This is an optimization exercise on Yosys and OpenROAD, whose aim is small area, a short achievable clock period and few clock cycles per item, not a production implementation. Only simulation tests tie the RTL to the original design; equivalence was not proved.

==> flow/design.v <==
`timescale 1ns/1ps
`default_nettype none
module ec_scalar_mul (
	input wire clk,
	input wire reset,
	input wire start,
	input wire [7:0] k,
	input wire [15:0] p_x,
	input wire [15:0] p_y,
	input wire p_inf,
	output reg busy,
	output reg done,
	output wire [15:0] r_x,
	output wire [15:0] r_y,
	output wire r_inf
);
	localparam [15:0] PM = 16'd65521;
	localparam [1:0] ST_IDLE = 2'd0, ST_RUN = 2'd1, ST_LOADP = 2'd2;
	localparam [5:0] U_D0 = 6'd0, U_D1 = 6'd1, U_D9 = 6'd9;
	localparam [5:0] U_A0 = 6'd10, U_A1 = 6'd11, U_A5 = 6'd15, U_A12 = 6'd22;
	localparam [5:0] U_F0 = 6'd23, U_F1 = 6'd24, U_F24 = 6'd47;
	localparam [5:0] U_A3 = 6'd13, U_A4 = 6'd14;
	reg [1:0] st;
	reg [5:0] upc;
	reg [6:0] kreg;  
	reg [2:0] cnt;  
	reg cur_bit;  
	reg dbl_add;  
	reg ldp_dbl;  
	reg hz, rz;  
	reg rinf;
	reg [15:0] X, Y, Z, T1, T2, T3, T4, PX, PY;
	assign r_x = X;
	assign r_y = Y;
	assign r_inf = rinf;
	localparam [2:0] MA_X = 3'd0, MA_Y = 3'd1, MA_Z = 3'd2, MA_T1 = 3'd3, MA_T2 = 3'd4,
		MA_T3 = 3'd5, MA_PX = 3'd6, MA_PY = 3'd7;
	localparam [2:0] MB_Y = 3'd0, MB_Z = 3'd1, MB_T1 = 3'd2, MB_T2 = 3'd3, MB_T3 = 3'd4;
	localparam [2:0] AA_X = 3'd0, AA_T1 = 3'd1, AA_T2 = 3'd2, AA_T3 = 3'd3, AA_T4 = 3'd4;
	localparam [2:0] AB_X = 3'd0, AB_Y = 3'd1, AB_T1 = 3'd2, AB_T2 = 3'd3, AB_T3 = 3'd4;
	localparam [2:0] D_NO = 3'd0, D_X = 3'd1, D_Y = 3'd2, D_Z = 3'd3, D_T1 = 3'd4,
		D_T2 = 3'd5, D_T3 = 3'd6, D_T4 = 3'd7;
	reg [2:0] ma, mb, md, aa, ab, ad;
	reg msh;  
	reg asub, adbl;
	always @(*) begin
		ma = MA_T1; mb = MB_T1; md = D_NO; msh = 1'b0;
		aa = AA_T4; ab = AB_T3; ad = D_NO; asub = 1'b1; adbl = 1'b0;
		case (upc)
			6'd0: begin ma = MA_Z; mb = MB_Z; md = D_T1; end  
			6'd1: begin ma = MA_T1; mb = MB_T1; md = D_T1; msh = 1'b1;  
				aa = AA_X; ab = AB_X; ad = D_T2; asub = 1'b0; adbl = 1'b1; end  
			6'd2: begin ma = MA_X; mb = MB_T2; md = D_T2; end  
			6'd3: begin ma = MA_Y; mb = MB_Y; md = D_T3; msh = 1'b1;  
				aa = AA_T2; ab = AB_T1; ad = D_T1; asub = 1'b0; end  
			6'd4: begin ma = MA_T1; mb = MB_T1; md = D_T4; end  
			6'd5: begin ma = MA_X; mb = MB_T3; md = D_T2; msh = 1'b1; end  
			6'd6: begin ma = MA_T3; mb = MB_T3; md = D_T3; msh = 1'b1;  
				aa = AA_T4; ab = AB_T2; ad = D_X; adbl = 1'b1; end  
			6'd7: begin ma = MA_Z; mb = MB_Y; md = D_Z; msh = 1'b1;  
				aa = AA_T2; ab = AB_X; ad = D_T2; end  
			6'd8: begin ma = MA_T1; mb = MB_T2; md = D_T4; end  
			6'd9: begin ma = MA_Z; mb = MB_Z; md = D_T1;  
				aa = AA_T4; ab = AB_T3; ad = D_Y; end  
			6'd10: begin ma = MA_Z; mb = MB_Z; md = D_T1; end  
			6'd11: begin ma = MA_Z; mb = MB_T1; md = D_T2; end  
			6'd12: begin ma = MA_PX; mb = MB_T1; md = D_T1; end  
			6'd13: begin ma = MA_PY; mb = MB_T2; md = D_T2;  
				aa = AA_T1; ab = AB_X; ad = D_T1; end  
			6'd14: begin ma = MA_Z; mb = MB_T1; md = D_Z;  
				aa = AA_T2; ab = AB_Y; ad = D_T2; end  
			6'd15: begin ma = MA_T1; mb = MB_T1; md = D_T3; end  
			6'd16: begin ma = MA_T2; mb = MB_T2; md = D_T4; end  
			6'd17: begin ma = MA_T1; mb = MB_T3; md = D_T1; end  
			6'd18: begin ma = MA_X; mb = MB_T3; md = D_T3;  
				aa = AA_T4; ab = AB_T1; ad = D_T4; end  
			6'd19: begin ma = MA_Y; mb = MB_T1; md = D_Y;  
				aa = AA_T4; ab = AB_T3; ad = D_X; adbl = 1'b1; end  
			6'd20: begin aa = AA_T3; ab = AB_X; ad = D_T3; end  
			6'd21: begin ma = MA_T2; mb = MB_T3; md = D_T2; end  
			6'd22: begin ma = MA_Z; mb = MB_Z; md = D_T1;  
				aa = AA_T2; ab = AB_Y; ad = D_Y; end  
			6'd23: begin ma = MA_Z; mb = MB_Z; md = D_T1; end  
			6'd24: begin ma = MA_Z; mb = MB_T1; md = D_T2; end  
			6'd25: begin ma = MA_T2; mb = MB_T2; md = D_T1; end  
			6'd26: begin ma = MA_T1; mb = MB_T1; md = D_T1; end  
			6'd27: begin ma = MA_T1; mb = MB_T2; md = D_T3; end  
			6'd28: begin ma = MA_T3; mb = MB_T3; md = D_T1; end  
			6'd29, 6'd30, 6'd31: begin ma = MA_T1; mb = MB_T1; md = D_T1; end  
			6'd32: begin ma = MA_T1; mb = MB_T3; md = D_T1; end  
			6'd33, 6'd34: begin ma = MA_T1; mb = MB_T1; md = D_T1; end  
			6'd35: begin ma = MA_T1; mb = MB_T2; md = D_T1; end  
			6'd36: begin ma = MA_T1; mb = MB_T1; md = D_T1; end  
			6'd37: begin ma = MA_Z; mb = MB_T1; md = D_T1; end  
			6'd38, 6'd39, 6'd40, 6'd41, 6'd42: begin ma = MA_T1; mb = MB_T1; md = D_T1; end  
			6'd43: begin ma = MA_T1; mb = MB_T3; md = D_T1; end  
			6'd44: begin ma = MA_T1; mb = MB_T1; md = D_T2; end  
			6'd45: begin ma = MA_X; mb = MB_T2; md = D_X; end  
			6'd46: begin ma = MA_T1; mb = MB_T2; md = D_T1; end  
			6'd47: begin ma = MA_Y; mb = MB_T1; md = D_Y; end  
			default: ;
		endcase
	end
	reg [15:0] opa, opb, ada, adb;
	always @(*) begin
		case (ma)
			MA_X: opa = X;
			MA_Y: opa = Y;
			MA_Z: opa = Z;
			MA_T1: opa = T1;
			MA_T2: opa = T2;
			MA_T3: opa = T3;
			MA_PX: opa = PX;
			default: opa = PY;
		endcase
		case (mb)
			MB_Y: opb = Y;
			MB_Z: opb = Z;
			MB_T1: opb = T1;
			MB_T2: opb = T2;
			default: opb = T3;
		endcase
		case (aa)
			AA_X: ada = X;
			AA_T1: ada = T1;
			AA_T2: ada = T2;
			AA_T3: ada = T3;
			default: ada = T4;
		endcase
		case (ab)
			AB_X: adb = X;
			AB_Y: adb = Y;
			AB_T1: adb = T1;
			AB_T2: adb = T2;
			default: adb = T3;
		endcase
	end
	wire [31:0] prod = opa * opb;
	wire [32:0] prod_s = msh ? {prod, 1'b0} : {1'b0, prod};
	wire [16:0] mh1 = prod_s[32:16];
	wire [21:0] mt1 = {1'b0, mh1, 4'd0} - {5'd0, mh1} + {6'd0, prod_s[15:0]};
	wire [5:0] mh2 = mt1[21:16];
	wire [16:0] mt2 = {1'b0, mt1[15:0]} + {7'd0, mh2, 4'd0} - {11'd0, mh2};
	wire [16:0] mt3 = mt2 - {1'b0, PM};
	wire [15:0] mres = mt3[16] ? mt2[15:0] : mt3[15:0];
	wire [16:0] bb = adbl ? {adb, 1'b0} : {1'b0, adb};
	wire [18:0] as0 = asub ? ({3'd0, ada} - {2'd0, bb}) : ({3'd0, ada} + {2'd0, bb});
	wire [18:0] as1 = asub ? (as0 + {3'd0, PM}) : (as0 - {3'd0, PM});
	wire [18:0] as2 = asub ? (as0 + {2'd0, PM, 1'b0}) : (as0 - {2'd0, PM, 1'b0});
	reg [15:0] ares;
	always @(*) begin
		if (asub) begin
			if (!as0[18]) ares = as0[15:0];
			else if (!as1[18]) ares = as1[15:0];
			else ares = as2[15:0];
		end else begin
			if (as2[18] == 1'b0) ares = as2[15:0];
			else if (as1[18] == 1'b0) ares = as1[15:0];
			else ares = as0[15:0];
		end
	end
	wire azero = (ares == 16'd0);
	wire run = (st == ST_RUN);
	wire ldp = (st == ST_LOADP);
	wire [2:0] mdw = run ? md : D_NO;
	wire [2:0] adw = run ? ad : D_NO;
	always @(posedge clk) begin
		if (ldp) X <= PX;
		else if (adw == D_X) X <= ares;
		else if (mdw == D_X) X <= mres;
		if (ldp) Y <= PY;
		else if (adw == D_Y) Y <= ares;
		else if (mdw == D_Y) Y <= mres;
		if (ldp) Z <= 16'd1;
		else if (mdw == D_Z) Z <= mres;
		if (adw == D_T1) T1 <= ares;
		else if (mdw == D_T1) T1 <= mres;
		if (adw == D_T2) T2 <= ares;
		else if (mdw == D_T2) T2 <= mres;
		if (adw == D_T3) T3 <= ares;
		else if (mdw == D_T3) T3 <= mres;
		if (adw == D_T4) T4 <= ares;
		else if (mdw == D_T4) T4 <= mres;
		if (start && !busy) begin
			PX <= p_x;
			PY <= p_y;
		end
	end
	reg [6:0] k_rest;
	reg [2:0] k_cnt;
	always @(*) begin
		casez (k)
			8'b1???????: begin k_rest = k[6:0]; k_cnt = 3'd7; end
			8'b01??????: begin k_rest = {k[5:0], 1'b0}; k_cnt = 3'd6; end
			8'b001?????: begin k_rest = {k[4:0], 2'b0}; k_cnt = 3'd5; end
			8'b0001????: begin k_rest = {k[3:0], 3'b0}; k_cnt = 3'd4; end
			8'b00001???: begin k_rest = {k[2:0], 4'b0}; k_cnt = 3'd3; end
			8'b000001??: begin k_rest = {k[1:0], 5'b0}; k_cnt = 3'd2; end
			8'b0000001?: begin k_rest = {k[0], 6'b0}; k_cnt = 3'd1; end
			default: begin k_rest = 7'd0; k_cnt = 3'd0; end
		endcase
	end
	wire zz = (Z == 16'd0);
	wire more = (cnt != 3'd0);
	always @(posedge clk or posedge reset) begin
		if (reset) begin
			st <= ST_IDLE;
			busy <= 1'b0;
			done <= 1'b0;
		end else begin
			done <= 1'b0;
			case (st)
				ST_IDLE: if (start) begin
					if (p_inf || k == 8'd0) begin
						done <= 1'b1;
					end else begin
						busy <= 1'b1;
						st <= ST_LOADP;
					end
				end
				ST_LOADP: st <= ST_RUN;
				default: begin  
					if (upc == U_A1 && zz)
						st <= ST_LOADP;  
					else if (upc == U_A5 && hz && rz)
						st <= ST_LOADP;  
					else if ((upc == U_F1 && zz) || upc == U_F24) begin
						st <= ST_IDLE;
						busy <= 1'b0;
						done <= 1'b1;
					end
				end
			endcase
		end
	end
	reg go_full, go_fast;
	always @(*) begin
		go_full = 1'b0;
		go_fast = 1'b0;
		if (st == ST_LOADP)
			go_full = !ldp_dbl;
		else if (st == ST_RUN) begin
			if (upc == U_A5 && hz && !rz)
				go_full = 1'b1;  
			else if (upc == U_D9)
				go_fast = !(cur_bit && !dbl_add);
			else if (upc == U_A12)
				go_fast = 1'b1;
		end
	end
	always @(posedge clk) begin
		if (upc == U_A3) hz <= azero;
		if (upc == U_A4) rz <= azero;
		if (go_full || go_fast) begin
			if (more) begin
				upc <= go_full ? U_D0 : U_D1;
				cur_bit <= kreg[6];
				kreg <= {kreg[5:0], 1'b0};
				cnt <= cnt - 3'd1;
				dbl_add <= 1'b0;
			end else
				upc <= go_full ? U_F0 : U_F1;
		end else begin
			case (st)
				ST_IDLE: if (start) begin
					kreg <= k_rest;
					cnt <= k_cnt;
					ldp_dbl <= 1'b0;
					rinf <= p_inf || k == 8'd0;
				end
				ST_LOADP: begin  
					upc <= U_D0;
					dbl_add <= 1'b1;
				end
				default: begin
					if (upc == U_A1 && zz)
						ldp_dbl <= 1'b0;
					else if (upc == U_A5 && hz)
						ldp_dbl <= 1'b1;
					else if (upc == U_D9)
						upc <= U_A1;
					else if (upc == U_F1 && zz)
						rinf <= 1'b1;
					else if (upc == U_F24)
						rinf <= 1'b0;
					else
						upc <= upc + 6'd1;
				end
			endcase
		end
	end
endmodule
`default_nettype wire
==> flow/run.sh <==
#!/bin/bash
# synth_recipe.tcl (not shown) runs the flow's synth.tcl, then flattens the netlist and writes it again
# the make line also repeats each setting of config.mk as NAME=value (left out here)
make -C /OpenROAD-flow-scripts/flow DESIGN_CONFIG=/design/flow/config.mk WORK_HOME=/design/flow/orfs CLKGATE_MAP_FILE= SYNTH_SCRIPT=/design/flow/synth_recipe.tcl finish
==> flow/config.mk <==
export PLATFORM = sky130hd
export DESIGN_NAME = ec_scalar_mul
export DESIGN_NICKNAME = ec_scalar_mul
export VERILOG_FILES = /design/flow/design.v
export SDC_FILE = /design/flow/constraint.sdc
export NUM_CORES = 4
export LEC_CHECK = 0
export CAP_MARGIN = 20
export CORE_MARGIN = 2
export CORE_UTILIZATION = 40
export SLEW_MARGIN = 20
==> flow/constraint.sdc <==
create_clock -name core_clock -period 7.0 [get_ports {clk}]
set_input_delay 1.4000 -clock core_clock [delete_from_list [all_inputs] [get_ports {clk}]]
set_output_delay 1.4000 -clock core_clock [all_outputs]
set_load 0.01 [all_outputs]
==> results.txt <==
-- state kept, by name, indices dropped and copies added, names as in the netlist --
signal / cells
PX: 16
PY: 16
T1: 16
T2: 16
T3: 16
T4: 16
X: 16
Y: 16
Z: 16
busy: 1
cnt: 3
cur_bit: 1
dbl_add: 1
done: 1
hz: 1
kreg: 7
ldp_dbl: 1
rinf: 1
rz: 1
st: 2
upc: 6
-- through the flow --
stage	TNS [ns]	worst slack (ns)	area [sq um]	utilization
global route	-888.63	-8.10	38100	0.582
floorplan	-785.87	-7.12	27300	-
finish	-828.55	-7.55	38100	0.582
detailed placement	-867.32	-7.89	35900	0.547
CTS	-806.34	-7.32	37600	0.573
global placement	-851.78	-7.75	35900	0.547
-- worst max-delay path, delay by kind of cell (launching register included) --
| family | cells | cell delay [ns] |
|---|---|---|
| AND/OR/NAND/NOR | 10 | 1.47 |
| AO/OA/AOI/OAI | 24 | 4.50 |
| buffers and inverters | 15 | 1.73 |
| adder cells (fa/ha/maj) | 13 | 5.19 |
| flip-flops | 1 | 0.47 |
| multiplexers | 1 | 0.16 |
| XOR/XNOR | 5 | 0.71 |
-- cells in the mapped netlist, drive strengths merged (9+ instances only) --
master	n	share of area
a211oi	29	0.0086
a21o	28	0.0083
a21oi	193	0.037
a221oi	12	0.0042
a22oi	41	0.012
a311oi	11	0.0039
a31oi	25	0.0062
and2	18	0.0043
and3	12	0.0028
and4	14	0.0047
buf	31	0.0058
clkbuf	126	0.018
dfxtp	16	0.012
edfxtp	150	0.17
fa	210	0.16
ha	216	0.10
inv	348	0.050
mux2	30	0.013
mux2i	105	0.040
mux4	16	0.014
nand2	381	0.054
nand2b	55	0.013
nand3	58	0.011
nand4	21	0.0050
nor2	276	0.040
nor2b	49	0.012
nor3	65	0.013
nor4	20	0.0050
o211ai	20	0.0057
o21a	39	0.011
o21ai	166	0.032
o21bai	16	0.0050
o221ai	25	0.0085
o22ai	19	0.0045
o31ai	17	0.0048
or2	9	0.0021
or3	20	0.0047
xnor2	86	0.029
xor2	44	0.015
-- layout make-up --
type                            count  area, sq um
Sequential cell                   170         4920
Multi-Input combinational cell   2471        21000
Fill cell                        5770        27400
Inverter                          350         1320
Timing Repair Buffer             1093         9190
Clock buffer                       19          443
Tap cell                          864         1080
Clock inverter                     13          134
-- path summary, 6_finish.rpt --
kind / end / slack, ns / startpoint
worst max-delay path: X[5] / -7.55 / upc[1]
worst min-delay path: cur_bit / 0.43 / kreg[6]
worst max register to register: X[5] / -7.55 / upc[1]
worst min register to register: cur_bit / 0.43 / kreg[6]
max in group asynchronous: st[0] / 5.76 / reset
min in group asynchronous: done / 1.10 / reset
-- cell families (layout without fill, tap and decap cells) --
kind of cell | after synthesis | in the layout | share of synthesized area
and+or+nand+nor | 1017 | 1017 | 0.178
AOI/OAI and AO/OA | 746 | 746 | 0.190
buffers and inverters | 507 | 1475 | 0.0736
adders and majority gates | 427 | 427 | 0.262
DFF | 170 | 170 | 0.187
muxes | 151 | 151 | 0.0665
xor gates and xnor gates | 130 | 130 | 0.0435
-- metal layers --
layer / share of wire / vias up
met4: 0.042 / 2
li1: - / 12900
met1: 0.42 / 13500
met3: 0.10 / 272
met2: 0.43 / 1455
met5: 0.00012 / -
-- repair_timing --
item	in CTS	in global routing
buffers inserted	54	27
pin swaps	95	65
setup endpoints to repair	114	114
hold buffers	0	0
resized for setup	129	74
gates cloned	1	1
==> results.txt <==
nets@finish=4573; vias in the first global route=27600; SO Faults=negative setup slack; Critical Path Start Type=flip-flop; DIE WIDTH=~260 um; H-tree depth=4; clk buf depth=2; Synth async-reset ratio=0.0235; num ports=79; IO Port Bufs=78; slowest stage cell, crit path=fa_2; Netlist Area Pre-Place=26400 sq um; grt met3 use=0.0628; Max-Slew Margin vs Limit=0.264; CTS root buf=clkbuf_16; Max FO, Critical Path=7; crit end category=flip-flop; most frequent CP cell=fa_1; CP max stage delay=0.57 ns; Worst Hold Class=flip-flop to flip-flop; DRT antenna net count=0; Critical Path RT=just over 7 ns; met2 Use GR=0.490; fin crit period=around 15 ns; fin worst setup slack=-7.55 ns; initial antenna violation count=2; Fin. Hold Viols=0; Syn Nets=3618; post-route insts no fill=4980; first-pass GRT wire length=roughly 160 mm; Period Utilization, post-route=2.08; gr usage total=0.320; Die Area=68000 sq um; clk latency of the worst-skew pair=0.47 ns; Slew @ Worst Pin=about 1.1 ns; count of cell types in the netlist=104; row cnt=94; gpl congestion=approximately 0.99; CTS tree=done; WL final=110 mm; final hold slack=0.429 ns; worst r2r path cells=68; drt drc=0; hold path depth=0; mean post-synth cell area=about 8.4 sq um; vias per cell=5.66; largest net degree at the start of global routing=42; Setup-failing EPs final=roughly 110; max cap viols=0; most frequent cells in the layout=940 x buf_4, 368 x nand2_1, 330 x inv_1, 252 x nor2_1, 198 x fa_1; Cells after DPL=4865; Die H=261 um; Setup CP Type=flip-flop to flip-flop; Synth Instances=3148; Max Slew Vio Count=0; outcome=complete, but fails checks; synthesis-stage register bit count=170; DRT iter0 DRCs=around 3100; Pre-antenna DRT Iters=7; via count=28200; Clock transition at path regs=roughly 0.08 ns; clk sinks=170; CTS Buf Count=17; Synth-to-Final Area Change=44.6%; ANT cells=0; WL per Instance=approximately 22 um; Final HPWL DP=just under 90 mm; Main synth FF type=edfxtp_1; share of cells above drive strength 1=0.335; met1 Track Usage GR=0.445; register area share after synthesis=0.187; Most Crowded Layer GR=met2; unrepaired setup endpoints after global routing=true; commonest non-fill, non-tap cell in the layout=buf_4; initial core utilization=0.402; maximum clock rate=68.7 MHz; critical path arrival=14.72 ns; gr ovfl total=0; YS warnings=1; Worst Skew=0.0176 ns; core area=65500 sq um; EDFF count, synth=150
Testbench counts, summed over its fixed seeds: cycles 22,606, items 192.

==> re-timing with driven ports <==
The flow's constraints put no driver on any port. The routed layout listed below was extracted and timed again, unchanged, in two steps. Step 1 (the two cells are an assumption about what drives the block):
set clk [get_ports {clk}]
set_driving_cell -lib_cell sky130_fd_sc_hd__clkbuf_16 $clk
set_driving_cell -lib_cell sky130_fd_sc_hd__buf_2 [delete_from_list [all_inputs] $clk]
Step 2 also shifts input and output timing later by t, the mid clock arrival at the registers, as if the neighbouring blocks saw the same clock. Slacks: no drivers / after step 1 / after step 2; pairs: no drivers / after step 1.
shift t [ns]: 0.522
setup slack, ns: -7.546 / -7.546 / -7.546
hold WS [ns]: 0.429 / 0.429 / 0.429
worst setup path at the end: register to register
worst data-port slew with drivers (ns): 0.06
For this run, drivers alone change the setup slack by 0.000 ns; drivers and shift together by 0.000 ns.
